This is an optimization exercise on Yosys and OpenROAD, whose aim is small area, a short achievable clock period and few clock cycles per item, not a production implementation. At most, simulation tests tie the RTL to the original design; equivalence was not proved. The RTL of runs 1 to 3 and 5 to 7 was laid out without a check of its function. Power figures rest on the tool's default switching activity, not on a simulated workload.

`design.v`:
```
`default_nettype none
package prefix_data_pkg;
	typedef logic signed [8-1:0] lane_t;
	typedef lane_t [8-1:0] block_t;
	function automatic logic [8-1:0] lane_add(
		input logic [8-1:0] a,
		input logic [8-1:0] b
	);
		logic [8-1:0] p;
		logic [8-1:0] gen;
		logic [8-1:0] prop;
		p = a ^ b;
		gen = a & b;
		prop = p;
		for (int s = 0; (1 << s) < 8; s++) begin
			for (int i = 8 - 1; i >= 0; i--) begin
				if ((i & (1 << s)) != 0) begin
					gen[i] = gen[i] | (prop[i] & gen[((i >> s) << s) - 1]);
					prop[i] = prop[i] & prop[((i >> s) << s) - 1];
				end
			end
		end
		lane_add = p ^ {gen[8-2:0], 1'b0};
	endfunction
endpackage
`default_nettype wire
`default_nettype none
package prefix_ctrl_pkg;
	typedef logic [32-1:0] tag_t;
endpackage
`default_nettype wire
`timescale 1ns/10ps
`default_nettype none
module pipe_control (
	input wire logic clk,
	input wire logic reset,
	input wire logic valid_in,
	input wire logic ready_in,
	input wire prefix_ctrl_pkg::tag_t tag_in,
	output logic enable,
	output logic ready_out,
	output logic busy,
	output logic valid_out,
	output prefix_ctrl_pkg::tag_t tag_out
);
	logic valid_q;
	prefix_ctrl_pkg::tag_t tag_q;
	assign enable = ready_in;
	assign ready_out = ready_in;
	always_ff @(posedge clk or posedge reset) begin
		if (reset) begin
			valid_q <= 1'b0;
		end else if (enable) begin
			valid_q <= valid_in;
		end
	end
	always_ff @(posedge clk) begin
		if (enable) begin
			tag_q <= tag_in;
		end
	end
	assign busy = valid_q;
	assign valid_out = valid_q;
	assign tag_out = tag_q;
endmodule
`default_nettype wire
`timescale 1ns/10ps
`default_nettype none
module prefix_layer #(
	parameter int SPAN = 1
) (
	input wire prefix_data_pkg::block_t sums_in,
	output prefix_data_pkg::block_t sums_out
);
	localparam int W = 8;
	logic [8*W-1:0] flat_in;
	logic [8*W-1:0] flat_next;
	assign flat_in = sums_in;
	for (genvar i = 0; i < 8; i++) begin : g_lane
		if ((i & SPAN) != 0) begin : g_add
			localparam int SRC = (i / (2 * SPAN)) * (2 * SPAN) + SPAN - 1;
			assign flat_next[i*W +: W] = prefix_data_pkg::lane_add(flat_in[i*W +: W], flat_in[SRC*W +: W]);
		end else begin : g_pass
			assign flat_next[i*W +: W] = flat_in[i*W +: W];
		end
	end
	assign sums_out = flat_next;
endmodule
`default_nettype wire
`timescale 1ns/10ps
`default_nettype none
module prefix_network (
	input wire logic clk,
	input wire logic enable,
	input wire prefix_data_pkg::block_t data_in,
	output prefix_data_pkg::block_t sums
);
	localparam int W = 8;
	localparam int N = 8;
	localparam int H = N / 2;
	localparam int J = 5;
	prefix_data_pkg::block_t layer1;
	prefix_data_pkg::block_t layer2;
	prefix_layer #(.SPAN(1)) u_layer1 (.sums_in(data_in), .sums_out(layer1));
	prefix_layer #(.SPAN(2)) u_layer2 (.sums_in(layer1), .sums_out(layer2));
	logic [N*W-1:0] flat2;
	assign flat2 = layer2;
	logic [N*W-1:0] next_sums;
	logic [H-1:0] next_carry;
	logic [N*W-1:0] held_sums;
	logic [H-1:0] held_carry;
	assign next_sums[H*W-1:0] = flat2[H*W-1:0];
	for (genvar i = H; i < N; i++) begin : g_upper
		if (J == 0) begin : g_none
			assign next_sums[i*W +: W] = flat2[i*W +: W];
			assign next_carry[i-H] = 1'b0;
		end else if (J >= W) begin : g_all
			assign next_sums[i*W +: W] = flat2[i*W +: W] + flat2[(H-1)*W +: W];
			assign next_carry[i-H] = 1'b0;
		end else begin : g_part
			logic [J:0] low;
			assign low = {1'b0, flat2[i*W +: J]} + {1'b0, flat2[(H-1)*W +: J]};
			assign next_sums[i*W +: W] = {flat2[i*W+J +: W-J], low[J-1:0]};
			assign next_carry[i-H] = low[J];
		end
	end
	always_ff @(posedge clk) begin
		if (enable) begin
			held_sums <= next_sums;
		end
	end
	if (J > 0 && J < W) begin : g_carry_reg
		always_ff @(posedge clk) begin
			if (enable) begin
				held_carry <= next_carry;
			end
		end
	end else begin : g_no_carry
		assign held_carry = '0;
	end
	logic [N*W-1:0] flat_out;
	assign flat_out[H*W-1:0] = held_sums[H*W-1:0];
	for (genvar i = H; i < N; i++) begin : g_finish
		if (J == 0) begin : g_none
			assign flat_out[i*W +: W] = held_sums[i*W +: W] + held_sums[(H-1)*W +: W];
		end else if (J >= W) begin : g_all
			assign flat_out[i*W +: W] = held_sums[i*W +: W];
		end else begin : g_part
			assign flat_out[i*W +: W] = {
				held_sums[i*W+J +: W-J] + held_sums[(H-1)*W+J +: W-J] + (W-J)'(held_carry[i-H]),
				held_sums[i*W +: J]
			};
		end
	end
	assign sums = flat_out;
endmodule
`default_nettype wire
`timescale 1ns/10ps
`default_nettype none
module prefix_adder_top (
	input wire logic clk,
	input wire logic reset,
	input wire logic valid_in,
	input wire logic ready_in,
	input wire prefix_ctrl_pkg::tag_t tag_in,
	input wire prefix_data_pkg::block_t data_in,
	output logic busy,
	output logic ready_out,
	output logic valid_out,
	output prefix_ctrl_pkg::tag_t tag_out,
	output prefix_data_pkg::block_t data_out
);
	logic enable;
	pipe_control u_control (
		.clk(clk),
		.reset(reset),
		.valid_in(valid_in),
		.ready_in(ready_in),
		.tag_in(tag_in),
		.enable(enable),
		.ready_out(ready_out),
		.busy(busy),
		.valid_out(valid_out),
		.tag_out(tag_out)
	);
	prefix_network u_network (
		.clk(clk),
		.enable(enable),
		.data_in(data_in),
		.sums(data_out)
	);
endmodule
`default_nettype wire
```
`flow/run.sh`:
```
#!/bin/bash
# Layout flow: the standard layout (standard.sh), with ADDER_MAP_FILE empty so adders are
# left to ABC, and port buffers starting as buf_1 (repair resizes them where timing needs it).
# Each make run's full output goes to a log file in the work folder.
set -euo pipefail
WORK=$(pwd)
bash standard.sh \
	ADDER_MAP_FILE= \
	"BUFFER_PORTS_ARGS=-buffer_cell sky130_fd_sc_hd__buf_1" \
	finish > "$WORK/make_finish.log" 2>&1
```
`standard.sh`:
```
#!/bin/bash
# synth_recipe.tcl (not shown) runs the flow's synth.tcl, then flattens the netlist and writes it again
# the make line also repeats each setting of config.mk as NAME=value (left out here)
make -C /OpenROAD-flow-scripts/flow DESIGN_CONFIG=/design/flow/config.mk WORK_HOME=/design/flow/orfs CLKGATE_MAP_FILE= SYNTH_SCRIPT=/design/flow/synth_recipe.tcl "${@:-finish}"
```
`config.mk`:
```
export PLATFORM = sky130hd
export DESIGN_NAME = prefix_adder_top
export DESIGN_NICKNAME = prefix_adder_top
export VERILOG_FILES = /design/flow/design.v
export SDC_FILE = /design/flow/constraint.sdc
export NUM_CORES = 4
export LEC_CHECK = 0
export ABC_AREA = 1
export CAP_MARGIN = 20
export CORE_MARGIN = 2
export CORE_UTILIZATION = 60
export CTS_BUF_LIST = sky130_fd_sc_hd__clkbuf_8
export SLEW_MARGIN = 20
```
`constraint.sdc`:
```
create_clock -name core_clock -period 4.0 [get_ports {clk}]
set_input_delay 0.8000 -clock core_clock [delete_from_list [all_inputs] [get_ports {clk}]]
set_output_delay 0.8000 -clock core_clock [all_outputs]
set_load 0.01 [all_outputs]
```
==> flow_summary.yaml, run 1 <==
run_status:
  status: "complete, no violations"
global_route:
  antenna_found_initial: 0
  grt_pass1_wl_mm: 24.1
  overflow: 0
  grt_max_degree: 69
  first_global_vias: 5436
  gr-usage-all-layers_pct: 23.7
logic_synthesis:
  synthAdderAreaFrac_pct: 0.568
  synthArstFlopShare_pct: 0.990
  synth-main-ff-cell: "edfxtp_1"
  syn_inst: 860
  yosysUniqueCellTypes: 41
  synth_nets: 960
  synth_compound_area_share_pct: 3.91
  synth_area_um2: 7050
  synth-seq-area-share_pct: 43.0
  synthMuxAreaShare_pct: 0.160
  postSynthAreaPerCell_um2: 8.19
  synth_top_family_by_area: "simple AND/OR/NAND/NOR gates"
  yosys.area_share.simple_pct: 31.3
  synthXorXnorAreaFrac_pct: 9.06
  synth_edf_count: 100
  yosys_warnings: 4
  yosys_register_bits: 101
floorplanning:
  die_w_um: 112
  num_rows: 39
  start_util_pct: 61.7
  core-area_um2: 11400
  io_pins: 199
  die_area_um2: 12600
  die_y_um: 112
sta:
  tightest_slew_ns: 0.530
  hold_viol: 0
  fmax_mhz: 331
  drv_slew: 0
  rsz0062_at_grt: "no"
  slew_headroom_pct: 64.7
  skew_ns: 0
  fin_crit_ns: 3.02
  min_period_over_period_pct: 75.6
  hold_slack_ns: 0.217
  fin_setup_tns_ns: 0
  finalSetupViolCount: 0
flow_run:
  drv_cap: 0
clock_network:
  clkTransAtPathRegs_ns: 0.10
  clock_latency_ns: 0.37
  cts_buffers: 9
  post_cts_buffers: 0
  cts.hold.buffers_added: 0
  htree_levels: 3
  clk_path_buf_depth: 2
  root_buffer: "clkbuf_8"
  cts_resized: 0
  cts_sinks: 101
  cts_tree: "yes"
routing:
  drt_wl_total_mm: 14.6
  dr_wl_met3_um: 843
  wl_met2_mm: 7.47
  drt-pass1-iter-count: 5
  wl_met1_mm: 5.99
  ant_nets: 0
  drt_iter0_drc: 294
  routedWlPerCell_um: 12.6
  drc: 0
  highest_layer: "met4"
  num_vias: 5664
  via_per_inst: 4.87
placed_design:
  io_buffer_count: 198
  hpwlAfterDp_mm: 12.0
  place_inst: 1146
  gp_congestion: 0.861
setup_path:
  path_max_fanout: 9
  startpoint_type: "register"
  worstSetupPathType: "reg2out"
  end_kind: "output pin"
  worstPathRequired_ns: 3.20
  crit_arrival_ns: 2.22
layout:
  antenna_cells: 0
  multiInputGateArea_um2: 3170
  areaGrowthSynthToFinish_pct: 10.6
  finalNetCount: 1114
  ff_latch_area_um2: 3030
  layout-drive-gt1-share_pct: 11.0
  finalNonFillerCells: 1162
  fillers: 1015
hold_path:
  min_path_type: "in2async"
power_and_ir_drop:
  power.density_nw_per_um2: 476
  vdd_drop_max_uv: 354
  finalPower_mw: 3.71
  leakage_nw: 3.70
placed cells by master (no fill, tap or decap), types with 2 or more instances in the layout:
master    synthesis  layout
a21boi_0          2       2
a21boi_1          2       2
a21o_1            2       2
a21oi_1          15      15
buf_1             0     197
clkbuf_8          0       9
edfxtp_1        100     100
inv_1            99      99
inv_2            16      16
inv_8             0       2
maj3_1            4       4
nand2_1         259     259
nand2_2          32      32
nand2_4          10      10
nand3_1          54      54
nand3_2           3       3
nand3b_1         12      12
nand3b_2          2       2
nand4_1           3       3
nor2_1           69      69
nor2_2           10      10
nor2_4            7       7
o21a_1            2       2
o21ai_0           6       6
o21ai_2           3       3
o21ai_4           2       2
o21bai_1          2       2
or2_0             2       2
or2_1             2       2
or2_2             3       3
xnor2_1          22      22
xor2_1           49      49
path summary, 6_finish.rpt:
kind / start / end / slack (ns) / cells past startpoint
worst min-delay path: reset / u_control.valid_q$_DFFE_PP0P_ / 0.22 / 2
worst min register to register: u_control.valid_q$_DFFE_PP0P_ / u_control.valid_q$_DFFE_PP0P_ / 0.56 / 1
min in group core_clock: u_control.valid_q$_DFFE_PP0P_ / u_control.valid_q$_DFFE_PP0P_ / 0.56 / 1
max in group asynchronous: reset / u_control.valid_q$_DFFE_PP0P_ / 3.69 / 2
worst max-delay path: u_network.held_sums[29]$_DFFE_PP_ / data_out[63] / 0.98 / 5
worst max register to register: u_control.valid_q$_DFFE_PP0P_ / u_control.valid_q$_DFFE_PP0P_ / 3.23 / 1
state kept, by name (all words and copies together), names as in the netlist:
register / flops
u_control.tag_q: 32
u_network.held_carry: 4
u_network.held_sums: 64
u_control.valid_q: 1
power by group:
group,internal (mW),switching (mW),total [mW]
combinational,0.543,0.969,1.51
sequential,1.41,0.0910,1.50
clock,0.304,0.388,0.692
critical path, cell delays in order, from the launching register on:
cell,delay (ns)
edfxtp_1,0.61
xnor2_1,0.31
o21ai_0,0.17
maj3_1,0.38
xor2_1,0.19
buf_1,0.18
layout make-up:
| type | instances | area share (%) |
|---|---|---|
| clock inverters | 7 | 1.16 |
| repair buffers | 199 | 9.84 |
| inverters | 116 | 5.62 |
| multi-input cells | 587 | 40.6 |
| well taps | 143 | 2.30 |
| flip-flops and latches | 101 | 38.9 |
| clock buffers | 9 | 1.59 |
per-stage QoR:
stage          instance area [um2]  setup WS, ns  util (%)
2_1_floorplan                 7050          1.60         -
3_3_place_gp                  7580          1.18      66.4
3_5_place_dp                  7580          1.10      66.4
4_1_cts                       7790         0.971      68.2
5_1_grt                       7790         0.840      68.2
6_report                      7790         0.976      68.2
metal layers:
metal  vias up  GRT usage (%)
met2       160           43.6
met1      2508           27.7
li1       2973              -
met3        23           4.32
met4         0           8.37
met5         -              0
Yosys cell counts, types with 4 or more instances:
master | n | area [um2]
nand2_1 | 259 | 972
edfxtp_1 | 100 | 3000
inv_1 | 99 | 372
nor2_1 | 69 | 259
buf_4 | 54 | 405
nand3_1 | 54 | 270
xor2_1 | 49 | 429
nand2_2 | 32 | 200
xnor2_1 | 22 | 193
inv_2 | 16 | 60.1
a21oi_1 | 15 | 75.1
nand3b_1 | 12 | 90.1
nand2_4 | 10 | 113
nor2_2 | 10 | 62.6
nor2_4 | 7 | 78.8
o21ai_0 | 6 | 30.0
maj3_1 | 4 | 40.0
cell families after synthesis:
kind of cell,Yosys count
xor gates and xnor gates,72
buffers and inverters,172
muxes,1
AOI/OAI and AO/OA,40
and+or+nand+nor,470
DFF,101
adders and majority gates,4
==> inputs of run 2 (changes only) <==
--- a/design.v
+++ b/design.v
@@ -98,7 +98,7 @@
 	localparam int W = 8;
 	localparam int N = 8;
 	localparam int H = N / 2;
-	localparam int J = 5;
+	localparam int J = 4;
 	prefix_data_pkg::block_t layer1;
 	prefix_data_pkg::block_t layer2;
 	prefix_layer #(.SPAN(1)) u_layer1 (.sums_in(data_in), .sums_out(layer1));
@@ -119,8 +119,10 @@
 			assign next_carry[i-H] = 1'b0;
 		end else begin : g_part
 			logic [J:0] low;
+			logic [W-J-1:0] high;
 			assign low = {1'b0, flat2[i*W +: J]} + {1'b0, flat2[(H-1)*W +: J]};
-			assign next_sums[i*W +: W] = {flat2[i*W+J +: W-J], low[J-1:0]};
+			assign high = flat2[i*W+J +: W-J] + flat2[(H-1)*W+J +: W-J];
+			assign next_sums[i*W +: W] = {high, low[J-1:0]};
 			assign next_carry[i-H] = low[J];
 		end
 	end
@@ -147,7 +149,7 @@
 			assign flat_out[i*W +: W] = held_sums[i*W +: W];
 		end else begin : g_part
 			assign flat_out[i*W +: W] = {
-				held_sums[i*W+J +: W-J] + held_sums[(H-1)*W+J +: W-J] + (W-J)'(held_carry[i-H]),
+				held_sums[i*W+J +: W-J] + (W-J)'(held_carry[i-H]),
 				held_sums[i*W +: J]
 			};
 		end
--- a/config.mk
+++ b/config.mk
@@ -9,5 +9,4 @@
 export CAP_MARGIN = 20
 export CORE_MARGIN = 2
 export CORE_UTILIZATION = 60
-export CTS_BUF_LIST = sky130_fd_sc_hd__clkbuf_8
 export SLEW_MARGIN = 20
==> run 2 against run 1 <==
Net effect:
- still clean on timing, DRC and antenna
- cell area grew 3.8%
- wire length shrank 5.1%
- setup slack gained 0.25 ns
- critical endpoint is now u_network.held_sums[63]$_DFFE_PP_
- largest cell class unchanged
- highest routed layer unchanged
==> flow_summary.yaml, run 2 <==
placed_design:
  gp_congestion: 0.850
  io_buffer_count: 198
  hpwlAfterDp_mm: 11.3
  place_ws_ns: 0.849
power_and_ir_drop:
  pwr-share-comb_pct: 42.6
  seqPwrFrac_pct: 37.4
  p_int_mw: 2.56
  switching_share_pct: 38.9
  power_switching_mw: 1.63
  leakage_nw: 3.83
  power.density_nw_per_um2: 518
  vdd_drop_max_uv: 253
  pwr-share-clk_pct: 20.0
logic_synthesis:
  yosysUniqueCellTypes: 39
  synth_area_um2: 7230
  synth-seq-area-share_pct: 41.9
  synth_edf_count: 100
  syn_inst: 913
  synthArstFlopShare_pct: 0.990
  synth_area_leader_cell: "edfxtp_1"
  synth-main-ff-cell: "edfxtp_1"
  postSynthAreaPerCell_um2: 7.92
  yosysTopAreaCellShare_pct: 41.5
  yosys_register_bits: 101
  synth_area_leaders: "edfxtp_1, nand2_1, inv_1, buf_4, nand3_1"
  synth_nets: 1013
  yosysMostFrequentCell: "nand2_1"
  yosys_warnings: 4
  netlist_top_cells_count: "nand2_1, inv_1, edfxtp_1, nor2_1, nand3_1"
routing:
  via_per_inst: 4.73
  drt_wl_total_mm: 13.9
  ant_nets: 0
  drt_iter0_drc: 262
  num_vias: 5803
  routedWlPerCell_um: 11.3
  drt-pass1-iter-count: 5
  drc: 0
clock_network:
  clock_latency_ns: 0.34
  root_buffer: "clkbuf_16"
  cts_buffers: 9
  cts.hold.buffers_added: 0
  post_cts_buffers: 0
  cts_resized: 0
  cts_tree: "yes"
  clkTransAtPathRegs_ns: 0.07
  htree_levels: 3
  cts_sinks: 101
  clk_path_buf_depth: 2
sta:
  min_period_over_period_pct: 69.3
  drv_slew: 0
  hold_viol: 0
  fin_setup_tns_ns: 0
  setup_ws_ns: 1.23
  slew_headroom_pct: 45.0
  fmax_mhz: 361
  skew_ns: 0
  tightest_slew_ns: 0.825
  fin_crit_ns: 2.77
  rsz0062_at_grt: "no"
  finalSetupViolCount: 0
setup_path:
  path_max_fanout: 5
  crit_family: "simple AND/OR/NAND/NOR gates"
  startpoint: "data_in[3]"
  worst_path_most_repeated_cell: "nand2_1"
  end_kind: "register"
  worstPathRequired_ns: 4.11
  cp_cell_sequence: "buf_1, nor2_1, inv_1, nand2_1, nor2_1, nand2_1, nand2_2, nand2_1, nand2_1, nand2_1, nand2_2, nand2_1, inv_1, nor2_2, nand4_1, nand2_1, nand2_1, nand2_1, nand2_1, nand2_1, clkinv_1, nand2_1, nand2_1"
  critPathBufInv: 4
  r2r_cells: 1
  startpoint_type: "primary input"
  cp_slowest_cell: "nand4_1"
  cpPeakStageDelay_ns: 0.16
  crit_arrival_ns: 2.88
  worstSetupPathType: "in2reg"
  cp.depth: 23
  worstReg2RegStart: "u_control.valid_q$_DFFE_PP0P_"
layout:
  multiInputGateArea_um2: 3330
  areaGrowthSynthToFinish_pct: 11.8
  antenna_cells: 0
  largest_reg_flops: 64
  largest_register: "u_network.held_sums"
  fillers: 1030
  ff_latch_area_um2: 3030
  final_util_pct: 67.9
  layout-drive-gt1-share_pct: 11.0
  final_cell_mix: "nand2_1, buf_1, inv_1"
  layout_commonest_cell: "nand2_1"
  reg_top3: "u_network.held_sums (64), u_control.tag_q (32), u_network.held_carry (4)"
  finalNetCount: 1174
run_status:
  status: "complete, no violations"
global_route:
  overflow: 0
  antenna_found_initial: 1
  met2_usage_pct: 38.0
  first_global_vias: 5025
  gr-usage-all-layers_pct: 21.4
  grt.busiest_layer: "met2"
  grt_max_degree: 65
  grt_pass1_wl_mm: 22.2
  use_met3_pct: 3.67
  use_met1_pct: 26.6
floorplanning:
  die_w_um: 114
  die_y_um: 114
  io_pins: 199
  start_util_pct: 60.7
  num_rows: 40
  core-area_um2: 11900
  die_area_um2: 12900
flow_run:
  drv_cap: 0
hold_path:
  min_path_type: "in2async"
==> run 2: cell count changes in the layout (fill, tap and decap cells not counted), moves of 5 or more <==
cell and delta:
nand2_2 +5, nor2_1 +13, clkbuf_8 -9, nand3_1 +18
clkbuf_16 +9, nand2_1 +19, xnor2_1 +10, nand2_4 -5
xor2_1 -10, nand3b_1 -6, inv_1 +19
==> run 2: cell type report <==
type / instances / area share, %
clock buffers: 9 / 2.78
clock inverters: 7 / 0.727
inverters: 132 / 6.13
multi-input cells: 630 / 41.2
flip-flops and latches: 101 / 37.4
well taps: 147 / 2.27
repair buffers: 200 / 9.42
==> run 2: metal layers <==
layer | share of wire (%) | up-vias
li1 | - | 3148
met1 | 44 | 2485
met2 | 48 | 148
met3 | 6.0 | 22
met4 | 2.0 | 0
met5 | 0 | -
==> run 2: through the flow <==
| stage | std cells | area, um2 | power (mW) | hold WS, ns |
|---|---|---|---|---|
| after detailed placement | 1210 | 7800 | 3.39 | 0.525 |
| final | 1226 | 8090 | 4.19 | 0.245 |
| after CTS | 1226 | 8090 | 4.22 | 0.242 |
| after floorplan | 913 | 7230 | 3.03 | 0.529 |
| after global routing | 1226 | 8090 | 4.49 | 0.249 |
| after global placement | 1210 | 7800 | 3.36 | 0.513 |
==> run 2: final timing paths <==
kind                            slack (ns)                                end
worst max-delay path                  1.23  u_network.held_sums[63]$_DFFE_PP_
worst min-delay path                  0.24      u_control.valid_q$_DFFE_PP0P_
worst max register to register        3.24      u_control.valid_q$_DFFE_PP0P_
worst min register to register        0.53      u_control.valid_q$_DFFE_PP0P_
max in group asynchronous             3.67      u_control.valid_q$_DFFE_PP0P_
min in group core_clock               0.53      u_control.valid_q$_DFFE_PP0P_
==> run 2: cell families (layout without fill, tap and decap cells) <==
group	count (synthesis)	after routing	synth area share (%)
AOI/OAI and AO/OA	39	39	3.81
xor gates and xnor gates	77	77	10.1
adders and majority gates	1	1	0.156
buffers and inverters	182	348	12.0
DFF	101	101	41.9
muxes	1	1	0.156
and+or+nand+nor	512	512	31.9
==> run 2: power groups by stage <==
stage | Sequential, mW | Combinational [mW] | Clock [mW]
4_1_cts | 1.57 | 1.81 | 0.847
3_3_place_gp | 1.59 | 1.77 | 0
3_5_place_dp | 1.59 | 1.79 | 0
2_1_floorplan | 1.59 | 1.45 | 0
6_report | 1.57 | 1.79 | 0.836
5_1_grt | 1.59 | 2.02 | 0.885
==> inputs of run 3 (changes only) <==
--- a/design.v
+++ b/design.v
@@ -98,7 +98,7 @@
 	localparam int W = 8;
 	localparam int N = 8;
 	localparam int H = N / 2;
-	localparam int J = 4;
+	localparam int J = 5;
 	prefix_data_pkg::block_t layer1;
 	prefix_data_pkg::block_t layer2;
 	prefix_layer #(.SPAN(1)) u_layer1 (.sums_in(data_in), .sums_out(layer1));
==> run 3 against run 2 <==
Net effect:
- combinational power about the same
- largest power group unchanged
- setup slack better by 0.034 ns
- clock power up 13%
- still clean on timing, DRC and antenna
- global-route usage up 0.079 points
- register-to-register slack about the same
- first-iteration DRC count down 9.9%
- die area up 0.40%
- count of clock-buffer cells in the layout up 1
- sequential power about the same
==> flow_summary.yaml, run 3 <==
logic_synthesis:
  synth-seq-area-share_pct: 41.7
  yosys_register_bits: 101
  yosys_warnings: 4
  postSynthAreaPerCell_um2: 7.93
  synth_edf_count: 100
  synth_area_leader_cell: "edfxtp_1"
  yosysMostFrequentCell: "nand2_1"
  synth-main-ff-cell: "edfxtp_1"
  yosysTopAreaCellShare_pct: 41.3
  synth_area_leaders: "edfxtp_1, nand2_1, buf_4, inv_1, xor2_1"
  synth_area_um2: 7260
  syn_inst: 916
  synthArstFlopShare_pct: 0.990
  yosysUniqueCellTypes: 43
  synth_nets: 1016
  netlist_top_cells_count: "nand2_1, inv_1, edfxtp_1, nor2_1, nand3_1"
routing:
  drt_iter0_drc: 236
  drc: 0
  routedWlPerCell_um: 11.3
  ant_nets: 0
  drt-pass1-iter-count: 5
  num_vias: 5828
  drt_wl_total_mm: 13.9
  via_per_inst: 4.76
floorplanning:
  core-area_um2: 11900
  num_rows: 40
  start_util_pct: 61.0
  die_y_um: 114
  die_w_um: 114
  die_area_um2: 13000
  io_pins: 199
placed_design:
  gp_congestion: 0.861
  hpwlAfterDp_mm: 11.1
  place_ws_ns: 0.905
  io_buffer_count: 198
power_and_ir_drop:
  pwr-share-clk_pct: 22.1
  leakage_nw: 3.86
  p_int_mw: 2.67
  finalPower_mw: 4.28
  switching_share_pct: 37.6
  vdd_drop_max_uv: 322
  power_switching_mw: 1.61
  seqPwrFrac_pct: 36.6
  pwr-share-comb_pct: 41.3
  power.density_nw_per_um2: 526
setup_path:
  end_kind: "register"
  r2r_cells: 1
  worstPathRequired_ns: 4.09
  crit_arrival_ns: 2.83
  r2r_slack_ns: 3.24
  worstSetupPathType: "in2reg"
  worstReg2RegStart: "u_control.valid_q$_DFFE_PP0P_"
  startpoint_type: "primary input"
  path_max_fanout: 8
  rr_endpoint: "u_control.valid_q$_DFFE_PP0P_"
global_route:
  gr-usage-all-layers_pct: 21.5
  met2_usage_pct: 38.0
  use_met1_pct: 27.0
  overflow: 0
  first_global_vias: 5222
  grt.busiest_layer: "met2"
  grt_max_degree: 58
  use_met3_pct: 3.35
  antenna_found_initial: 0
  grt_pass1_wl_mm: 22.6
clock_network:
  cts.hold.buffers_added: 0
  htree_levels: 3
  cts_sinks: 101
  root_buffer: "clkbuf_16"
  post_cts_buffers: 0
  clock_latency_ns: 0.34
  cts_tree: "yes"
  clk_path_buf_depth: 2
  clkTransAtPathRegs_ns: 0.07
  cts_buffers: 9
  cts_resized: 0
layout:
  final_cell_mix: "nand2_1, buf_1, inv_1"
  finalNetCount: 1172
  fillers: 1058
  reg_top3: "u_network.held_sums (64), u_control.tag_q (32), u_network.held_carry (4)"
  layout-drive-gt1-share_pct: 9.56
  largest_reg_flops: 64
  antenna_cells: 0
  layout_commonest_cell: "nand2_1"
  largest_register: "u_network.held_sums"
  final_util_pct: 68.3
  areaGrowthSynthToFinish_pct: 12.0
sta:
  rsz0062_at_grt: "no"
  fin_crit_ns: 2.74
  fin_setup_tns_ns: 0
  setup_ws_ns: 1.26
  fmax_mhz: 365
  slew_headroom_pct: 52.7
  drv_slew: 0
  hold_viol: 0
  min_period_over_period_pct: 68.4
  finalSetupViolCount: 0
  tightest_slew_ns: 0.709
  hold_slack_ns: 0.253
  skew_ns: 0
hold_path:
  min_path_type: "in2async"
flow_run:
  drv_cap: 0
run_status:
  status: "complete, no violations"
==> run 3: changes by cell type in the layout (fill, tap and decap cells not counted), sizes merged, moves of 3 or more <==
cell | previous run | this run
xor2 | 45 | 48
xnor2 | 32 | 29
nand3b | 7 | 4
inv | 132 | 124
nand3 | 76 | 69
a21boi | 3 | 6
and3 | 0 | 4
nand2 | 321 | 328
==> run 3: worst max path at each step <==
stage | startpoint | end | slack (ns) | cells after the start
2_1_floorplan | data_in[1] | u_network.held_sums[60]$_DFFE_PP_ | 1.36 | 15
3_3_place_gp | data_in[0] | u_network.held_sums[47]$_DFFE_PP_ | 0.94 | 20
3_5_place_dp | data_in[0] | u_network.held_sums[47]$_DFFE_PP_ | 0.91 | 20
4_1_cts | data_in[0] | u_network.held_sums[47]$_DFFE_PP_ | 1.26 | 20
5_1_grt | data_in[0] | u_network.held_sums[47]$_DFFE_PP_ | 0.87 | 20
6_report | data_in[0] | u_network.held_sums[46]$_DFFE_PP_ | 1.26 | 17
==> run 3: metal layers <==
layer	vias up	share of wire [%]	wire length (um)
met5	-	0	0
met2	137	48	6590
met3	22	4.8	668
met4	0	1.9	266
li1	3156	-	-
met1	2513	46	6340
==> run 3: logic make-up (layout without fill, tap and decap cells) <==
family | Yosys count | count (layout) | synth area share, %
compound gates | 45 | 45 | 4.15
flops | 101 | 101 | 41.7
simple gates | 511 | 511 | 31.3
fa+ha+maj | 1 | 1 | 0.155
mux | 1 | 1 | 0.155
xor+xnor | 79 | 79 | 10.6
buf+inv | 178 | 339 | 12.0
==> run 3: final cells by class <==
type	instances	area [um2]	share of cell area [%]
clock inverter	6	93.8	1.15
clock buffer	10	229	2.82
timing repair buffer	199	767	9.43
inverter	124	465	5.72
tap	147	184	2.26
sequential	101	3030	37.2
multi-input combinational	637	3360	41.4
==> run 3: stage by stage <==
step	std cells	cell area, um2
after floorplan	916	7260
after global placement	1208	7810
after detailed placement	1208	7810
after CTS	1224	8130
after global routing	1224	8130
final	1224	8130
==> run 3: critical path, stage by stage <==
cell and delay, ns:
buf_1 0.12, nand2_1 0.11, o21ai_1 0.19, nand2_1 0.15
nand2_1 0.10, nand3_1 0.09, nand2_1 0.08, nand2_1 0.08
nand2_1 0.14, nand2_1 0.12, nand2_1 0.14, inv_1 0.08
nand3_1 0.12, nand2_2 0.15, nand2_1 0.15, nand2_1 0.08
xnor2_1 0.13
==> run 3: power groups by stage <==
stage               Combinational, mW  Sequential, mW  Clock, mW
detailed placement               1.77            1.59          0
global route                     2.01            1.59      0.993
global placement                 1.75            1.58          0
CTS                              1.78            1.57      0.962
finish                           1.77            1.57      0.943
floorplan                        1.47            1.58          0
==> inputs of run 4 (changes only) <==
--- a/design.v
+++ b/design.v
@@ -98,7 +98,7 @@
 	localparam int W = 8;
 	localparam int N = 8;
 	localparam int H = N / 2;
-	localparam int J = 5;
+	localparam int J = 6;
 	prefix_data_pkg::block_t layer1;
 	prefix_data_pkg::block_t layer2;
 	prefix_layer #(.SPAN(1)) u_layer1 (.sums_in(data_in), .sums_out(layer1));
@@ -119,10 +119,8 @@
 			assign next_carry[i-H] = 1'b0;
 		end else begin : g_part
 			logic [J:0] low;
-			logic [W-J-1:0] high;
 			assign low = {1'b0, flat2[i*W +: J]} + {1'b0, flat2[(H-1)*W +: J]};
-			assign high = flat2[i*W+J +: W-J] + flat2[(H-1)*W+J +: W-J];
-			assign next_sums[i*W +: W] = {high, low[J-1:0]};
+			assign next_sums[i*W +: W] = {flat2[i*W+J +: W-J], low[J-1:0]};
 			assign next_carry[i-H] = low[J];
 		end
 	end
@@ -149,7 +147,7 @@
 			assign flat_out[i*W +: W] = held_sums[i*W +: W];
 		end else begin : g_part
 			assign flat_out[i*W +: W] = {
-				held_sums[i*W+J +: W-J] + (W-J)'(held_carry[i-H]),
+				held_sums[i*W+J +: W-J] + held_sums[(H-1)*W+J +: W-J] + (W-J)'(held_carry[i-H]),
 				held_sums[i*W +: J]
 			};
 		end
==> flow/run.sh (replaced) <==
#!/bin/bash
# Layout flow: the standard layout (standard.sh), with ADDER_MAP_FILE empty so adders are
# left to ABC, and port buffers starting as buf_2 (repair resizes them where timing needs it).
# Each make run's full output goes to a log file in the work folder.
set -euo pipefail
WORK=$(pwd)
bash standard.sh \
	ADDER_MAP_FILE= \
	"BUFFER_PORTS_ARGS=-buffer_cell sky130_fd_sc_hd__buf_2" \
	finish > "$WORK/make_finish.log" 2>&1
--- a/config.mk
+++ b/config.mk
@@ -9,4 +9,5 @@
 export CAP_MARGIN = 20
 export CORE_MARGIN = 2
 export CORE_UTILIZATION = 60
+export CTS_BUF_LIST = sky130_fd_sc_hd__clkbuf_8
 export SLEW_MARGIN = 20
==> run 4 against run 3 <==
Net effect:
- critical path type unchanged
- largest cell class is now registers
- combinational power shrank 8%
- clock power shrank 34%
- largest power group unchanged
- register-to-register slack is essentially flat
- die area shrank 5.9%
- sequential share of layout area grew 1.8 points
==> flow_summary.yaml, run 4 <==
sta:
  fin_setup_tns_ns: 0
  setup_ws_ns: 1.39
  fin_crit_ns: 2.61
  drv_slew: 0
  finalSetupViolCount: 0
  rsz0062_at_grt: "no"
  fmax_mhz: 383
  tightest_slew_ns: 0.624
  slew_headroom_pct: 58.4
  hold_viol: 0
  min_period_over_period_pct: 65.3
  hold_slack_ns: 0.247
  skew_ns: 0
placed_design:
  place_ws_ns: 0.997
  place_inst: 1121
  gp_congestion: 0.831
  hpwlAfterDp_mm: 11.8
  io_buffer_count: 198
global_route:
  antenna_found_initial: 0
  overflow: 0
  grt_max_degree: 49
  grt_pass1_wl_mm: 24.0
  first_global_vias: 5349
  gr-usage-all-layers_pct: 24.1
flow_run:
  drv_cap: 0
setup_path:
  r2r_slack_ns: 3.24
  rr_endpoint: "u_control.valid_q$_DFFE_PP0P_"
  end_kind: "register"
  startpoint_type: "primary input"
  r2r_cells: 1
  path_max_fanout: 7
  worstReg2RegStart: "u_control.valid_q$_DFFE_PP0P_"
  worstSetupPathType: "in2reg"
  worstPathRequired_ns: 4.13
  crit_arrival_ns: 2.74
clock_network:
  root_buffer: "clkbuf_8"
  clock_latency_ns: 0.36
  cts_buffers: 9
  cts_sinks: 101
  cts.hold.buffers_added: 0
  clk_path_buf_depth: 2
  post_cts_buffers: 0
  cts_resized: 0
  cts_tree: "yes"
  htree_levels: 3
  clkTransAtPathRegs_ns: 0.10
layout:
  largest_register: "u_network.held_sums"
  finalNetCount: 1092
  layout_commonest_cell: "nand2_1"
  areaGrowthSynthToFinish_pct: 13.6
  largest_reg_flops: 64
  reg_top3: "u_network.held_sums (64), u_control.tag_q (32), u_network.held_carry (4)"
  layout-drive-gt1-share_pct: 30.8
  antenna_cells: 0
  final_cell_mix: "nand2_1, buf_2, edfxtp_1"
  finalNonFillerCells: 1137
run_status:
  status: "complete, no violations"
logic_synthesis:
  synth_nets: 940
  synth_area_leader_cell: "edfxtp_1"
  yosys_register_bits: 101
  synth_area_um2: 6820
  synth-main-ff-cell: "edfxtp_1"
  synth_edf_count: 100
  yosysUniqueCellTypes: 33
  synth_area_leaders: "edfxtp_1, nand2_1, buf_4, xor2_1, inv_1"
  synthArstFlopShare_pct: 0.990
  yosysMostFrequentCell: "nand2_1"
  netlist_top_cells_count: "nand2_1, edfxtp_1, inv_1, nor2_1, buf_4"
  postSynthAreaPerCell_um2: 8.12
  synth-seq-area-share_pct: 44.4
  syn_inst: 840
  yosys_warnings: 4
  yosysTopAreaCellShare_pct: 44.0
floorplanning:
  start_util_pct: 62.1
  core-area_um2: 11000
  io_pins: 199
  die_y_um: 111
  num_rows: 38
  die_area_um2: 12200
  die_w_um: 111
routing:
  drc: 0
  drt-pass1-iter-count: 5
  ant_nets: 0
  drt_wl_total_mm: 14.7
  num_vias: 5559
  via_per_inst: 4.89
  routedWlPerCell_um: 12.9
  drt_iter0_drc: 277
power_and_ir_drop:
  power.density_nw_per_um2: 486
  finalPower_mw: 3.77
  leakage_nw: 4.07
  vdd_drop_max_uv: 304
hold_path:
  min_path_type: "in2async"
## run 4: cell types whose count changed in the layout (fill, tap and decap cells not counted), moves of 4 or more
| cell | previous run | this run |
|---|---|---|
| clkbuf_16 | 9 | 0 |
| buf_1 | 197 | 0 |
| nor2_1 | 88 | 63 |
| a21oi_1 | 16 | 10 |
| clkbuf_8 | 0 | 9 |
| o21ai_1 | 4 | 9 |
| nand3_1 | 61 | 39 |
| inv_2 | 14 | 25 |
| nand3b_1 | 4 | 11 |
| buf_2 | 0 | 197 |
| a31oi_1 | 4 | 0 |
| inv_1 | 108 | 79 |
| and3_1 | 4 | 0 |
## run 4: cell type report
type,instances,area (um2)
multi-input combinational,573,2950
timing repair buffer,200,1010
tap,140,175
fill,922,3230
clock buffer,9,124
sequential,101,3030
inverter,107,404
clock inverter,7,58.8
## run 4: where the power goes
group | internal [mW] | switching [mW] | leakage (nW)
Sequential | 1.45 | 0.0740 | 0.990
Combinational | 0.612 | 1.01 | 3.00
Clock | 0.235 | 0.384 | 0.0869
## run 4: worst max-delay path: stages
cell	delay, ns
buf_2	0.11
nand2_1	0.10
inv_2	0.06
nor2_2	0.14
inv_2	0.06
nor2_2	0.15
inv_1	0.07
nand2_1	0.21
nor2_1	0.12
a21oi_1	0.37
o21ai_2	0.14
nand2_1	0.08
nand2_1	0.08
nand2_1	0.09
nand2_1	0.06
nand2_1	0.06
nand2_1	0.04
## run 4: worst max-delay path by stage
| stage | slack (ns) | endpoint | cells past startpoint | start |
|---|---|---|---|---|
| after floorplan | 1.47 | u_network.held_carry[0]$_DFFE_PP_ | 16 | data_in[12] |
| after global placement | 1.05 | u_network.held_carry[1]$_DFFE_PP_ | 17 | data_in[0] |
| after detailed placement | 1.0 | u_network.held_carry[1]$_DFFE_PP_ | 17 | data_in[0] |
| after CTS | 1.40 | u_network.held_carry[1]$_DFFE_PP_ | 17 | data_in[0] |
| after global routing | 1.17 | u_network.held_carry[2]$_DFFE_PP_ | 17 | data_in[0] |
| final | 1.39 | u_network.held_carry[1]$_DFFE_PP_ | 17 | data_in[0] |
## run 4: cell families (layout without fill, tap and decap cells)
kind of cell	after synthesis	count (layout)	share of synthesized area, %
multiplexers	1	1	0.165
AND/OR/NAND/NOR	463	463	30.0
flip-flops	101	101	44.4
buffers and inverters	166	323	12.4
XOR/XNOR	77	77	10.2
AO/OA/AOI/OAI	32	32	2.88
## run 4: per-layer routing
layer	track usage (%)	up-vias	part of all wire (%)
li1	-	2881	-
met1	29.5	2493	44
met2	43.3	165	50
met3	3.51	20	4.4
met4	8.75	0	1.7
met5	0	-	0
## run 4: metrics by stage
stage	util [%]	area, um2
5_1_grt	70.6	7750
3_3_place_gp	68.9	7570
3_5_place_dp	68.9	7570
6_report	70.6	7750
4_1_cts	70.6	7750
2_1_floorplan	-	6820
Testbench counts of run 4, summed over its fixed seeds: cycles 2,056, items 2,048.
==> inputs of run 5 (changes only) <==
--- a/design.v
+++ b/design.v
@@ -98,7 +98,7 @@
 	localparam int W = 8;
 	localparam int N = 8;
 	localparam int H = N / 2;
-	localparam int J = 6;
+	localparam int J = 5;
 	prefix_data_pkg::block_t layer1;
 	prefix_data_pkg::block_t layer2;
 	prefix_layer #(.SPAN(1)) u_layer1 (.sums_in(data_in), .sums_out(layer1));
@@ -138,6 +138,40 @@
 	end else begin : g_no_carry
 		assign held_carry = '0;
 	end
+	localparam int C = 2;
+	localparam int HB = ((5 > 0 && 5 < 8) ? 8 - 5 : 1);
+	logic [C*HB-1:0] held_top_n;
+	if (J > 0 && J < W) begin : g_top_reg
+		always_ff @(posedge clk) begin
+			if (enable) begin
+				held_top_n <= ~{C{next_sums[(H-1)*W+J +: HB]}};
+			end
+		end
+	end else begin : g_no_top
+		assign held_top_n = '1;
+	end
+	prefix_finish u_finish (
+		.held_sums(held_sums),
+		.held_carry(held_carry),
+		.held_top_n(held_top_n),
+		.sums(sums)
+	);
+endmodule
+`default_nettype wire
+`timescale 1ns/10ps
+`default_nettype none
+module prefix_finish (
+	input wire logic [8*8-1:0] held_sums,
+	input wire logic [8/2-1:0] held_carry,
+	input wire logic [2*((5 > 0 && 5 < 8) ? 8 - 5 : 1)-1:0] held_top_n,
+	output prefix_data_pkg::block_t sums
+);
+	localparam int W = 8;
+	localparam int N = 8;
+	localparam int H = N / 2;
+	localparam int J = 5;
+	localparam int C = 2;
+	localparam int HB = ((5 > 0 && 5 < 8) ? 8 - 5 : 1);
 	logic [N*W-1:0] flat_out;
 	assign flat_out[H*W-1:0] = held_sums[H*W-1:0];
 	for (genvar i = H; i < N; i++) begin : g_finish
@@ -147,7 +181,7 @@
 			assign flat_out[i*W +: W] = held_sums[i*W +: W];
 		end else begin : g_part
 			assign flat_out[i*W +: W] = {
-				held_sums[i*W+J +: W-J] + held_sums[(H-1)*W+J +: W-J] + (W-J)'(held_carry[i-H]),
+				held_sums[i*W+J +: W-J] + ~held_top_n[((i-H)*C/H)*HB +: W-J] + (W-J)'(held_carry[i-H]),
 				held_sums[i*W +: J]
 			};
 		end
==> flow/run.sh (replaced) <==
#!/bin/bash
# Layout flow: the standard layout (standard.sh), with ADDER_MAP_FILE empty so adders are
# left to ABC, and port buffers starting as buf_1 (repair resizes them where timing needs it).
# Each make run's full output goes to a log file in the work folder.
set -euo pipefail
WORK=$(pwd)
bash standard.sh \
	ADDER_MAP_FILE= \
	"BUFFER_PORTS_ARGS=-buffer_cell sky130_fd_sc_hd__buf_1" \
	finish > "$WORK/make_finish.log" 2>&1
--- a/config.mk
+++ b/config.mk
@@ -8,6 +8,6 @@
 export ABC_AREA = 1
 export CAP_MARGIN = 20
 export CORE_MARGIN = 2
-export CORE_UTILIZATION = 60
+export CORE_UTILIZATION = 55
 export CTS_BUF_LIST = sky130_fd_sc_hd__clkbuf_8
 export SLEW_MARGIN = 20
==> run 5 against run 4 <==
Net effect:
- cell area rose by 1.6%
- non-clock buffer count shrank 1
- wire length fell by 7.8%
- die area grew 14%
- largest power group is now sequential cells
- register-to-register slack about the same
- core utilization shrank 8.4 points
- clock skew stayed put
- combinational power fell by 9.9%
- clock power decreased by 4.5%
- global-route usage decreased by 4.1 points
- area after synthesis is 4.6% higher
- still clean
- sequential power hardly changed
==> flow_summary.yaml, run 5 <==
clock_network:
  cts.hold.buffers_added: 0
  post_cts_buffers: 0
  cts_resized: 0
  clk_path_buf_depth: 2
  root_buffer: "clkbuf_8"
  clkTransAtPathRegs_ns: 0.10
  cts_tree: "yes"
  htree_levels: 3
  cts_sinks: 104
  clock_latency_ns: 0.37
  cts_buffers: 9
sta:
  drv_slew: 0
  fmax_mhz: 367
  slew_headroom_pct: 70.7
  min_period_over_period_pct: 68.2
  skew_ns: 0
  fin_setup_tns_ns: 0
  hold_viol: 0
  rsz0062_at_grt: "no"
  finalSetupViolCount: 0
  tightest_slew_ns: 0.435
  setup_ws_ns: 1.27
  fin_crit_ns: 2.73
setup_path:
  startpoint_type: "register"
  worstReg2RegStart: "u_control.valid_q$_DFFE_PP0P_"
  path_max_fanout: 5
  startpoint: "u_network.held_top_n[3]$_DFFE_PP_"
  worst_path_most_repeated_cell: "xor2_1"
  end_kind: "output pin"
  cp_cell_sequence: "xor2_1, nor2_1, a21oi_1, o21ai_0, xor2_1, buf_1"
  worstSetupPathType: "reg2out"
  r2r_cells: 1
  crit_arrival_ns: 1.93
  cpPeakStageDelay_ns: 0.53
  worstPathRequired_ns: 3.20
  r2r_slack_ns: 3.24
  crit_path_end: "data_out[63]"
  rr_endpoint: "u_control.valid_q$_DFFE_PP0P_"
  cp_slowest_cell: "edfxtp_1"
routing:
  drc: 0
  drt_iter0_drc: 259
  drt_wl_total_mm: 13.5
  routedWlPerCell_um: 11.0
  drt-pass1-iter-count: 4
  highest_layer: "met4"
  num_vias: 5572
  via_per_inst: 4.52
  wl_met2_mm: 6.13
  dr_wl_met3_um: 667
  wl_met1_mm: 6.54
  ant_nets: 0
logic_synthesis:
  synthArstFlopShare_pct: 0.962
  synthXorXnorAreaFrac_pct: 8.19
  synth_nets: 1002
  synth-seq-area-share_pct: 43.7
  synth_area_leaders: "edfxtp_1, nand2_1, inv_1, buf_4, xor2_1"
  synth_edf_count: 103
  yosysUniqueCellTypes: 38
  synth-main-ff-cell: "edfxtp_1"
  synthAdderAreaFrac_pct: 0
  yosys_warnings: 4
  yosys.area_share.simple_pct: 30.9
  yosysMostFrequentCell: "nand2_1"
  synth_area_leader_cell: "edfxtp_1"
  synth_top_family_by_area: "simple AND/OR/NAND/NOR gates"
  netlist_top_cells_count: "nand2_1, inv_1, edfxtp_1, nor2_1, nand3_1"
  yosys_register_bits: 104
  synth_compound_area_share_pct: 4.01
  postSynthAreaPerCell_um2: 7.91
  syn_inst: 902
  synthMuxAreaShare_pct: 0.158
  yosysTopAreaCellShare_pct: 43.3
  synth_area_um2: 7140
global_route:
  overflow: 0
  grt_pass1_wl_mm: 22.3
  antenna_found_initial: 0
  first_global_vias: 4896
  grt_max_degree: 81
  gr-usage-all-layers_pct: 20.0
layout:
  antenna_cells: 0
  final_cell_mix: "nand2_1, buf_1, inv_1"
  fillers: 1206
  areaGrowthSynthToFinish_pct: 10.3
  largest_register: "u_network.held_sums"
  layout-drive-gt1-share_pct: 10.0
  reg_top3: "u_network.held_sums (64), u_control.tag_q (32), u_network.held_carry (4)"
  finalNetCount: 1155
  layout_commonest_cell: "nand2_1"
  final_util_pct: 62.1
  largest_reg_flops: 64
run_status:
  status: "complete, no violations"
placed_design:
  gp_congestion: 0.830
  io_buffer_count: 198
  place_ws_ns: 1.20
  hpwlAfterDp_mm: 11.0
power_and_ir_drop:
  power.density_nw_per_um2: 455
  finalPower_mw: 3.58
  vdd_drop_max_uv: 251
  leakage_nw: 3.79
floorplanning:
  die_y_um: 118
  num_rows: 41
  die_w_um: 118
  start_util_pct: 56.3
  io_pins: 199
  die_area_um2: 13900
  core-area_um2: 12700
flow_run:
  drv_cap: 0
hold_path:
  min_path_type: "in2async"
[run 5: area by class of cell]
| cell class | count | area (um2) | share of cell area, % |
|---|---|---|---|
| inverter | 137 | 514 | 6.53 |
| clock inverter | 7 | 45.0 | 0.572 |
| multi-input combinational | 604 | 3090 | 39.2 |
| sequential | 104 | 3120 | 39.6 |
| timing repair buffer | 199 | 767 | 9.74 |
| clock buffer | 9 | 124 | 1.57 |
| tap | 172 | 215 | 2.73 |
[run 5: stage by stage]
| stage | cells | area [um2] | hold slack, ns |
|---|---|---|---|
| final | 1232 | 7870 | 0.218 |
| after global routing | 1232 | 7870 | 0.207 |
| after CTS | 1232 | 7870 | 0.196 |
| after detailed placement | 1216 | 7700 | 0.526 |
| after global placement | 1216 | 7700 | 0.519 |
| after floorplan | 902 | 7140 | 0.529 |
[run 5: where the power goes]
group	switching [mW]	leakage, nW	internal (mW)	total [mW]
sequential	0.0745	1.02	1.46	1.53
clock	0.365	0.0827	0.226	0.591
combinational	0.939	2.68	0.520	1.46
[run 5: worst min-delay path by stage]
| stage | end | slack, ns | from | depth (start not counted) |
|---|---|---|---|---|
| floorplan | u_control.valid_q$_DFFE_PP0P_ | 0.53 | reset | 1 |
| global placement | u_control.valid_q$_DFFE_PP0P_ | 0.52 | u_control.valid_q$_DFFE_PP0P_ | 1 |
| detailed placement | u_control.valid_q$_DFFE_PP0P_ | 0.53 | u_control.valid_q$_DFFE_PP0P_ | 1 |
| CTS | u_control.valid_q$_DFFE_PP0P_ | 0.20 | reset | 2 |
| global route | u_control.valid_q$_DFFE_PP0P_ | 0.21 | reset | 2 |
| finish | u_control.valid_q$_DFFE_PP0P_ | 0.22 | reset | 2 |
[run 5: critical path, delay by kind of cell, from the launching register on]
kind            cells  cell delay (ns)
compound gates      2             0.34
flops               1             0.53
simple gates        1             0.06
buf+inv             1             0.18
xor+xnor            2             0.45
[run 5: logic make-up after synthesis]
family / count (synthesis)
AOI/OAI and AO/OA: 47
buffers and inverters: 194
DFF: 104
muxes: 1
xor gates and xnor gates: 65
and+or+nand+nor: 491
[run 5: metal layers]
metal	global-route usage, %	vias up
li1	-	3093
met3	3.29	11
met1	26.8	2326
met2	33.0	142
met4	6.55	0
met5	0	-
==> inputs of run 6 (changes only) <==
--- a/design.v
+++ b/design.v
@@ -98,7 +98,7 @@
 	localparam int W = 8;
 	localparam int N = 8;
 	localparam int H = N / 2;
-	localparam int J = 5;
+	localparam int J = 6;
 	prefix_data_pkg::block_t layer1;
 	prefix_data_pkg::block_t layer2;
 	prefix_layer #(.SPAN(1)) u_layer1 (.sums_in(data_in), .sums_out(layer1));
@@ -139,7 +139,7 @@
 		assign held_carry = '0;
 	end
 	localparam int C = 2;
-	localparam int HB = ((5 > 0 && 5 < 8) ? 8 - 5 : 1);
+	localparam int HB = ((6 > 0 && 6 < 8) ? 8 - 6 : 1);
 	logic [C*HB-1:0] held_top_n;
 	if (J > 0 && J < W) begin : g_top_reg
 		always_ff @(posedge clk) begin
@@ -163,15 +163,15 @@
 module prefix_finish (
 	input wire logic [8*8-1:0] held_sums,
 	input wire logic [8/2-1:0] held_carry,
-	input wire logic [2*((5 > 0 && 5 < 8) ? 8 - 5 : 1)-1:0] held_top_n,
+	input wire logic [2*((6 > 0 && 6 < 8) ? 8 - 6 : 1)-1:0] held_top_n,
 	output prefix_data_pkg::block_t sums
 );
 	localparam int W = 8;
 	localparam int N = 8;
 	localparam int H = N / 2;
-	localparam int J = 5;
+	localparam int J = 6;
 	localparam int C = 2;
-	localparam int HB = ((5 > 0 && 5 < 8) ? 8 - 5 : 1);
+	localparam int HB = ((6 > 0 && 6 < 8) ? 8 - 6 : 1);
 	logic [N*W-1:0] flat_out;
 	assign flat_out[H*W-1:0] = held_sums[H*W-1:0];
 	for (genvar i = H; i < N; i++) begin : g_finish
==> run 6 against run 5 <==
Net effect:
- die area fell by 3.1%
- global-route usage rose by 1.3 points
- sequential share of layout area rose by 0.75 points
- still clean on timing, DRC and antenna
- critical path depth rose by 14
- worst hold slack got worse by 0.012 ns
- synthesized cell count fell by 7.2%
- sequential power barely moved
- clock skew did not move
==> flow_summary.yaml, run 6 <==
run_status:
  status: "complete, no violations"
global_route:
  grt.busiest_layer: "met2"
  grt_max_degree: 54
  grt_pass1_wl_mm: 22.4
  use_met1_pct: 27.4
  gr-usage-all-layers_pct: 21.3
  met2_usage_pct: 36.6
  first_global_vias: 5043
  overflow: 0
  use_met3_pct: 3.97
  antenna_found_initial: 0
sta:
  hold_viol: 0
  fmax_mhz: 388
  fin_crit_ns: 2.58
  drv_slew: 0
  min_period_over_period_pct: 64.5
  setup_ws_ns: 1.42
  fin_setup_tns_ns: 0
  finalSetupViolCount: 0
  tightest_slew_ns: 0.718
  hold_slack_ns: 0.206
  rsz0062_at_grt: "no"
  skew_ns: 0
  slew_headroom_pct: 52.1
floorplanning:
  core-area_um2: 12100
  start_util_pct: 57.0
  num_rows: 40
  die_area_um2: 13500
  die_y_um: 116
  io_pins: 199
  die_w_um: 116
layout:
  layout_commonest_cell: "nand2_1"
  largest_register: "u_network.held_sums"
  largest_reg_flops: 64
  antenna_cells: 0
  final_cell_mix: "nand2_1, buf_1, edfxtp_1"
  reg_top3: "u_network.held_sums (64), u_control.tag_q (32), u_network.held_carry (4)"
  areaGrowthSynthToFinish_pct: 10.8
  design_area_um2: 7650
  finalNetCount: 1088
  layout-drive-gt1-share_pct: 10.4
hold_path:
  min_path_type: "in2async"
clock_network:
  cts_sinks: 103
  htree_levels: 3
  cts_buffers: 9
  root_buffer: "clkbuf_8"
  cts.hold.buffers_added: 0
  cts_tree: "yes"
  clk_path_buf_depth: 2
  cts_resized: 0
  clock_latency_ns: 0.37
  clkTransAtPathRegs_ns: 0.11
  post_cts_buffers: 0
power_and_ir_drop:
  finalPower_mw: 3.82
  pwr-share-clk_pct: 18.4
  switching_share_pct: 39.1
  pwr-share-comb_pct: 40.7
  power.density_nw_per_um2: 500
  vdd_drop_max_uv: 288
  leakage_nw: 3.61
  power_switching_mw: 1.49
  p_int_mw: 2.33
  seqPwrFrac_pct: 40.9
routing:
  drt_iter0_drc: 294
  via_per_inst: 4.75
  ant_nets: 0
  num_vias: 5513
  drc: 0
  routedWlPerCell_um: 12.3
  drt-pass1-iter-count: 4
  drt_wl_total_mm: 14.3
setup_path:
  worstPathRequired_ns: 4.14
  critPathBufInv: 3
  cpPeakStageDelay_ns: 0.17
  startpoint_type: "primary input"
  worst_path_most_repeated_cell: "nand2_1"
  crit_arrival_ns: 2.72
  end_kind: "register"
  worstSetupPathType: "in2reg"
  cp_cell_sequence: "buf_1, nand2_2, inv_1, nand3_2, nand2_2, nand2_1, nand2_1, nand2_1, nand2_1, nand2_1, nand3_1, nand3_1, nand2_1, inv_1, nand2_1, nand2_1, nand2_1, nand2_1, nand2_1, nand2_1"
  path_max_fanout: 7
  cp_slowest_cell: "buf_1"
  crit_family: "simple AND/OR/NAND/NOR gates"
placed_design:
  dpl-instance-area_um2: 7440
  hpwlAfterDp_mm: 11.4
  io_buffer_count: 198
  gp_congestion: 0.845
  place_ws_ns: 1.03
logic_synthesis:
  synth-seq-area-share_pct: 44.7
  synth_nets: 937
  yosysTopAreaCellShare_pct: 44.3
  synth_edf_count: 102
  synth-main-ff-cell: "edfxtp_1"
  synthArstFlopShare_pct: 0.971
  syn_inst: 837
  yosys_warnings: 4
  yosysUniqueCellTypes: 35
  yosys_register_bits: 103
  netlist_top_cells_count: "nand2_1, edfxtp_1, inv_1, nor2_1, buf_4"
  yosysMostFrequentCell: "nand2_1"
  synth_area_leaders: "edfxtp_1, nand2_1, buf_4, xor2_1, inv_1"
  synth_area_leader_cell: "edfxtp_1"
  synth_area_um2: 6910
  postSynthAreaPerCell_um2: 8.25
flow_run:
  drv_cap: 0
-- run 6: cell count changes in the layout (fill, tap and decap cells not counted), moves of 3 or more --
cell      before  now
a21oi_1       21   10
xnor2_1       22   25
nor2_4         2    5
inv_1        119   91
nor2_1        81   71
xor2_1        41   46
nand2_2       35   28
nor2_2        15    4
clkinv_1       4    0
o21ai_1        3    6
nand3_1       55   42
-- run 6: final cells by class --
cell class,count,area (um2)
flip-flops and latches,103,3090
repair buffers,200,762
clock inverters,7,90.1
clock buffers,9,124
fillers,1076,4460
inverters,110,413
multi-input cells,564,2960
well taps,168,210
-- run 6: path summary, 6_finish.rpt --
check,slack [ns],end,from,cells past startpoint
hold reg to reg,0.56,u_control.valid_q$_DFFE_PP0P_,u_control.valid_q$_DFFE_PP0P_,1
setup / recovery,1.42,u_network.held_carry[2]$_DFFE_PP_,data_in[32],20
min in group core_clock,0.56,u_control.valid_q$_DFFE_PP0P_,u_control.valid_q$_DFFE_PP0P_,1
hold / removal,0.21,u_control.valid_q$_DFFE_PP0P_,reset,2
setup reg to reg,3.23,u_control.valid_q$_DFFE_PP0P_,u_control.valid_q$_DFFE_PP0P_,1
max in group asynchronous,3.71,u_control.valid_q$_DFFE_PP0P_,reset,2
-- run 6: stage by stage --
stage | util (%) | cells
after global placement | 61.4 | 1145
after global routing | 63.2 | 1161
after floorplan | - | 837
after detailed placement | 61.4 | 1145
after CTS | 63.2 | 1161
final | 63.2 | 1161
-- run 6: cells by family (layout without fill, tap and decap cells) --
| family | count (synthesis) | count (layout) | synth area share (%) |
|---|---|---|---|
| simple gates | 453 | 453 | 29.5 |
| xor+xnor | 74 | 74 | 9.80 |
| compound gates | 36 | 36 | 3.50 |
| mux | 1 | 1 | 0.163 |
| flops | 103 | 103 | 44.7 |
| buf+inv | 170 | 326 | 12.4 |
-- run 6: power by group through the flow --
stage / logic [mW] / registers, mW / clock network, mW
after floorplan: 1.29 / 1.56 / 0
after global placement: 1.53 / 1.58 / 0
after detailed placement: 1.55 / 1.59 / 0
after CTS: 1.57 / 1.57 / 0.718
after global routing: 1.76 / 1.59 / 0.759
final: 1.56 / 1.56 / 0.703
-- run 6: metal layers --
| layer | part of all wire (%) | up-vias | wire, um |
|---|---|---|---|
| li1 | - | 2882 | - |
| met1 | 46 | 2486 | 6510 |
| met2 | 48 | 129 | 6930 |
| met3 | 4.6 | 16 | 657 |
| met4 | 1.4 | 0 | 197 |
| met5 | 0 | - | 0 |
==> inputs of run 7 (changes only) <==
--- a/design.v
+++ b/design.v
@@ -98,7 +98,7 @@
 	localparam int W = 8;
 	localparam int N = 8;
 	localparam int H = N / 2;
-	localparam int J = 6;
+	localparam int J = 4;
 	prefix_data_pkg::block_t layer1;
 	prefix_data_pkg::block_t layer2;
 	prefix_layer #(.SPAN(1)) u_layer1 (.sums_in(data_in), .sums_out(layer1));
@@ -138,22 +138,9 @@
 	end else begin : g_no_carry
 		assign held_carry = '0;
 	end
-	localparam int C = 2;
-	localparam int HB = ((6 > 0 && 6 < 8) ? 8 - 6 : 1);
-	logic [C*HB-1:0] held_top_n;
-	if (J > 0 && J < W) begin : g_top_reg
-		always_ff @(posedge clk) begin
-			if (enable) begin
-				held_top_n <= ~{C{next_sums[(H-1)*W+J +: HB]}};
-			end
-		end
-	end else begin : g_no_top
-		assign held_top_n = '1;
-	end
 	prefix_finish u_finish (
 		.held_sums(held_sums),
 		.held_carry(held_carry),
-		.held_top_n(held_top_n),
 		.sums(sums)
 	);
 endmodule
@@ -163,15 +150,12 @@
 module prefix_finish (
 	input wire logic [8*8-1:0] held_sums,
 	input wire logic [8/2-1:0] held_carry,
-	input wire logic [2*((6 > 0 && 6 < 8) ? 8 - 6 : 1)-1:0] held_top_n,
 	output prefix_data_pkg::block_t sums
 );
 	localparam int W = 8;
 	localparam int N = 8;
 	localparam int H = N / 2;
-	localparam int J = 6;
-	localparam int C = 2;
-	localparam int HB = ((6 > 0 && 6 < 8) ? 8 - 6 : 1);
+	localparam int J = 4;
 	logic [N*W-1:0] flat_out;
 	assign flat_out[H*W-1:0] = held_sums[H*W-1:0];
 	for (genvar i = H; i < N; i++) begin : g_finish
@@ -181,7 +165,7 @@
 			assign flat_out[i*W +: W] = held_sums[i*W +: W];
 		end else begin : g_part
 			assign flat_out[i*W +: W] = {
-				held_sums[i*W+J +: W-J] + ~held_top_n[((i-H)*C/H)*HB +: W-J] + (W-J)'(held_carry[i-H]),
+				held_sums[i*W+J +: W-J] + held_sums[(H-1)*W+J +: W-J] + (W-J)'(held_carry[i-H]),
 				held_sums[i*W +: J]
 			};
 		end
==> flow/run.sh (replaced) <==
#!/bin/bash
# Layout flow: the standard layout (standard.sh) with these changes, all in synthesis
# mapping or port buffering; registers, floorplan, power grid, CTS and routing are standard.
#  - ADDER_MAP_FILE is empty, so adders are left to ABC instead of full/half adder cells
#  - prefix_finish (the logic between the block register and the outputs) is kept as its own
#    module through synthesis (SYNTH_KEEP_MODULES), and flow/synth_wrap.tcl maps it with
#    flow/abc_fast.script while the rest keeps the flow's ABC script; synth_recipe.tcl then
#    flattens the design as usual
#  - port buffers start as buf_1; repair resizes them where timing needs it
# Each make run's full output goes to a log file in the work folder.
set -euo pipefail
WORK=$(pwd)
bash standard.sh \
	SYNTH_SCRIPT="$WORK/flow/synth_wrap.tcl" \
	ADDER_MAP_FILE= \
	SYNTH_KEEP_MODULES=prefix_finish \
	"BUFFER_PORTS_ARGS=-buffer_cell sky130_fd_sc_hd__buf_1" \
	finish > "$WORK/make_finish.log" 2>&1
==> flow/abc_fast.script (new file) <==
strash
dch
map -D 500
topo
upsize
dnsize
==> flow/synth_wrap.tcl (new file) <==
# The standard flow's synthesis script; its one ABC call is split in two: the kept module prefix_finish
# is mapped with flow/abc_fast.script, the rest of the design with the flow's own script
set flow_dir [file dirname [file normalize [info script]]]
set fast_abc_script [file join $flow_dir abc_fast.script]
proc abc {args} {
	set fast_args $args
	set i [lsearch -exact $fast_args -script]
	if { $i >= 0 } {
		lset fast_args [expr {$i + 1}] $::fast_abc_script
	}
	puts "synth_wrap: abc {*}$fast_args prefix_finish"
	yosys abc {*}$fast_args prefix_finish
	puts "synth_wrap: abc {*}$args prefix_adder_top"
	yosys abc {*}$args prefix_adder_top
}
source [file join [file dirname $flow_dir] synth_recipe.tcl]
--- a/config.mk
+++ b/config.mk
@@ -8,6 +8,6 @@
 export ABC_AREA = 1
 export CAP_MARGIN = 20
 export CORE_MARGIN = 2
-export CORE_UTILIZATION = 55
+export CORE_UTILIZATION = 60
 export CTS_BUF_LIST = sky130_fd_sc_hd__clkbuf_8
 export SLEW_MARGIN = 20
==> run 7 against run 6 <==
Net effect:
- still clean on timing, DRC and antenna
- count of clock-buffer cells in the layout is the same
- global-route usage grew 1.0 points
- combinational power shrank 7%
- worst hold slack gained 0.0033 ns
==> flow_summary.yaml, run 7 <==
setup_path:
  path_max_fanout: 9
  worstSetupPathType: "reg2out"
  crit_arrival_ns: 1.86
sta:
  fin_setup_tns_ns: 0
  drv_slew: 0
  hold_viol: 0
  min_period_over_period_pct: 66.6
  fmax_mhz: 375
  finalSetupViolCount: 0
  skew_ns: 0
  fin_crit_ns: 2.66
layout:
  layout_commonest_cell: "nand2_1"
  largest_reg_flops: 64
  final_util_pct: 67.4
  reg_top3: "u_network.held_sums (64), u_control.tag_q (32), u_network.held_carry (4)"
  finalNetCount: 1154
  final_cell_mix: "nand2_1, buf_1, inv_1"
  layout-drive-gt1-share_pct: 5.76
  areaGrowthSynthToFinish_pct: 10.8
placed_design:
  hpwlAfterDp_mm: 10.5
  place_ws_ns: 1.24
flow_run:
  drv_cap: 0
logic_synthesis:
  synth-main-ff-cell: "edfxtp_1"
  netlist_top_cells_count: "nand2_1, inv_1, edfxtp_1, nor2_1, nand3_1"
  yosysTopAreaCellShare_pct: 43.6
  synth_area_leader_cell: "edfxtp_1"
  synth_edf_count: 100
  yosysUniqueCellTypes: 34
  synth_nets: 994
  synth_area_um2: 6890
  yosysMostFrequentCell: "nand2_1"
  yosys_warnings: 4
  postSynthAreaPerCell_um2: 7.71
  synthArstFlopShare_pct: 0.990
  yosys_register_bits: 101
clock_network:
  cts_buffers: 9
  clock_latency_ns: 0.37
  root_buffer: "clkbuf_8"
  post_cts_buffers: 0
  cts.hold.buffers_added: 0
  clkTransAtPathRegs_ns: 0.10
  htree_levels: 3
  cts_tree: "yes"
  cts_sinks: 101
  cts_resized: 0
  clk_path_buf_depth: 2
global_route:
  first_global_vias: 5186
  grt_pass1_wl_mm: 22.3
  gr-usage-all-layers_pct: 22.3
  grt_max_degree: 64
  overflow: 0
floorplanning:
  start_util_pct: 60.9
  num_rows: 39
  die_area_um2: 12400
  core-area_um2: 11300
power_and_ir_drop:
  power_switching_mw: 1.38
  leakage_nw: 3.65
  pwr-share-comb_pct: 41.1
  power.density_nw_per_um2: 463
  switching_share_pct: 39.0
  pwr-share-clk_pct: 16.6
routing:
  drc: 0
  drt_wl_total_mm: 13.1
  via_per_inst: 4.71
  routedWlPerCell_um: 10.9
  drt-pass1-iter-count: 4
  ant_nets: 0
  num_vias: 5660
  drt_iter0_drc: 245
hold_path:
  min_path_type: "in2async"
run_status:
  status: "complete, no violations"
[run 7: changes by cell type after synthesis, moves of 5 or more]
cell	previous run	this run
nand3_1	42	59
inv_2	19	7
nand3_2	7	2
and2_1	0	6
buf_4	58	50
nand2_2	28	15
nand2_4	6	0
nor2_1	71	99
nand2_1	267	298
nand3b_1	14	4
clkinv_1	0	19
xor2_1	46	37
inv_1	91	107
a21oi_1	10	15
[run 7: cell families (layout without fill, tap and decap cells)]
family                    count (synthesis)  count (layout)  share of synthesized area, %
xor gates and xnor gates                 66              66                          8.94
buffers and inverters                   183             348                          12.7
DFF                                     101             101                          44.0
AOI/OAI and AO/OA                        45              45                          4.27
and+or+nand+nor                         498             498                          30.0
muxes                                     1               1                         0.163
[run 7: layout make-up]
class,instances,area (um2)
Fill cell,1036,3690
Sequential cell,101,3030
Multi-Input combinational cell,610,2990
Timing Repair Buffer,199,767
Inverter,133,499
Tap cell,143,179
Clock buffer,9,124
Clock inverter,7,51.3
[run 7: per-module statistics from Yosys (local to each module, per instance)]
| module | area (um2) | flip-flops and latches |
|---|---|---|
| prefix_adder_top | 5920 | 101 |
| prefix_finish | 968 | 0 |
[run 7: power groups by stage]
stage / sequential, mW / clock, mW / combinational (mW)
finish: 1.49 / 0.587 / 1.45
global route: 1.52 / 0.645 / 1.66
CTS: 1.50 / 0.611 / 1.46
detailed placement: 1.52 / 0 / 1.46
global placement: 1.51 / 0 / 1.44
floorplan: 1.50 / 0 / 1.18
[run 7: critical path, cell delays in order, from the launching register on]
cell      delay, ns
edfxtp_1       0.56
and2_1         0.26
nor2_1         0.19
nand2_1        0.10
a21o_2         0.19
nand2_1        0.05
buf_1          0.14
[run 7: layer usage]
metal	wire length, um	track usage (%)
met4	231	8.23
met3	797	4.48
met5	0	0
met1	5700	26.7
met2	6320	39.8
[run 7: metrics by stage]
stage	instances	power [mW]	hold WS (ns)	instance area, um2
2_1_floorplan	894	2.68	0.529	6890
3_3_place_gp	1186	2.95	0.529	7460
3_5_place_dp	1186	2.98	0.527	7460
4_1_cts	1202	3.57	0.184	7630
5_1_grt	1202	3.83	0.183	7630
6_report	1202	3.53	0.209	7630
[run 7: worst paths after layout]
kind / from / to / slack [ns] / cells past startpoint
worst max-delay path: u_network.held_sums[29]$_DFFE_PP_ / data_out[46] / 1.34 / 6
worst min-delay path: reset / u_control.valid_q$_DFFE_PP0P_ / 0.21 / 2
worst max register to register: u_control.valid_q$_DFFE_PP0P_ / u_control.valid_q$_DFFE_PP0P_ / 3.24 / 1
worst min register to register: u_control.valid_q$_DFFE_PP0P_ / u_control.valid_q$_DFFE_PP0P_ / 0.55 / 1
max in group asynchronous: reset / u_control.valid_q$_DFFE_PP0P_ / 3.70 / 2
min in group core_clock: u_control.valid_q$_DFFE_PP0P_ / u_control.valid_q$_DFFE_PP0P_ / 0.55 / 1

Setup slack of run 7, layout unchanged: 1.336 ns with ideal ports, 1.301 ns with driving cells assumed (clock clkbuf_16, inputs buf_2), 1.283 ns with port delays also shifted by the 0.403 ns mid clock arrival.
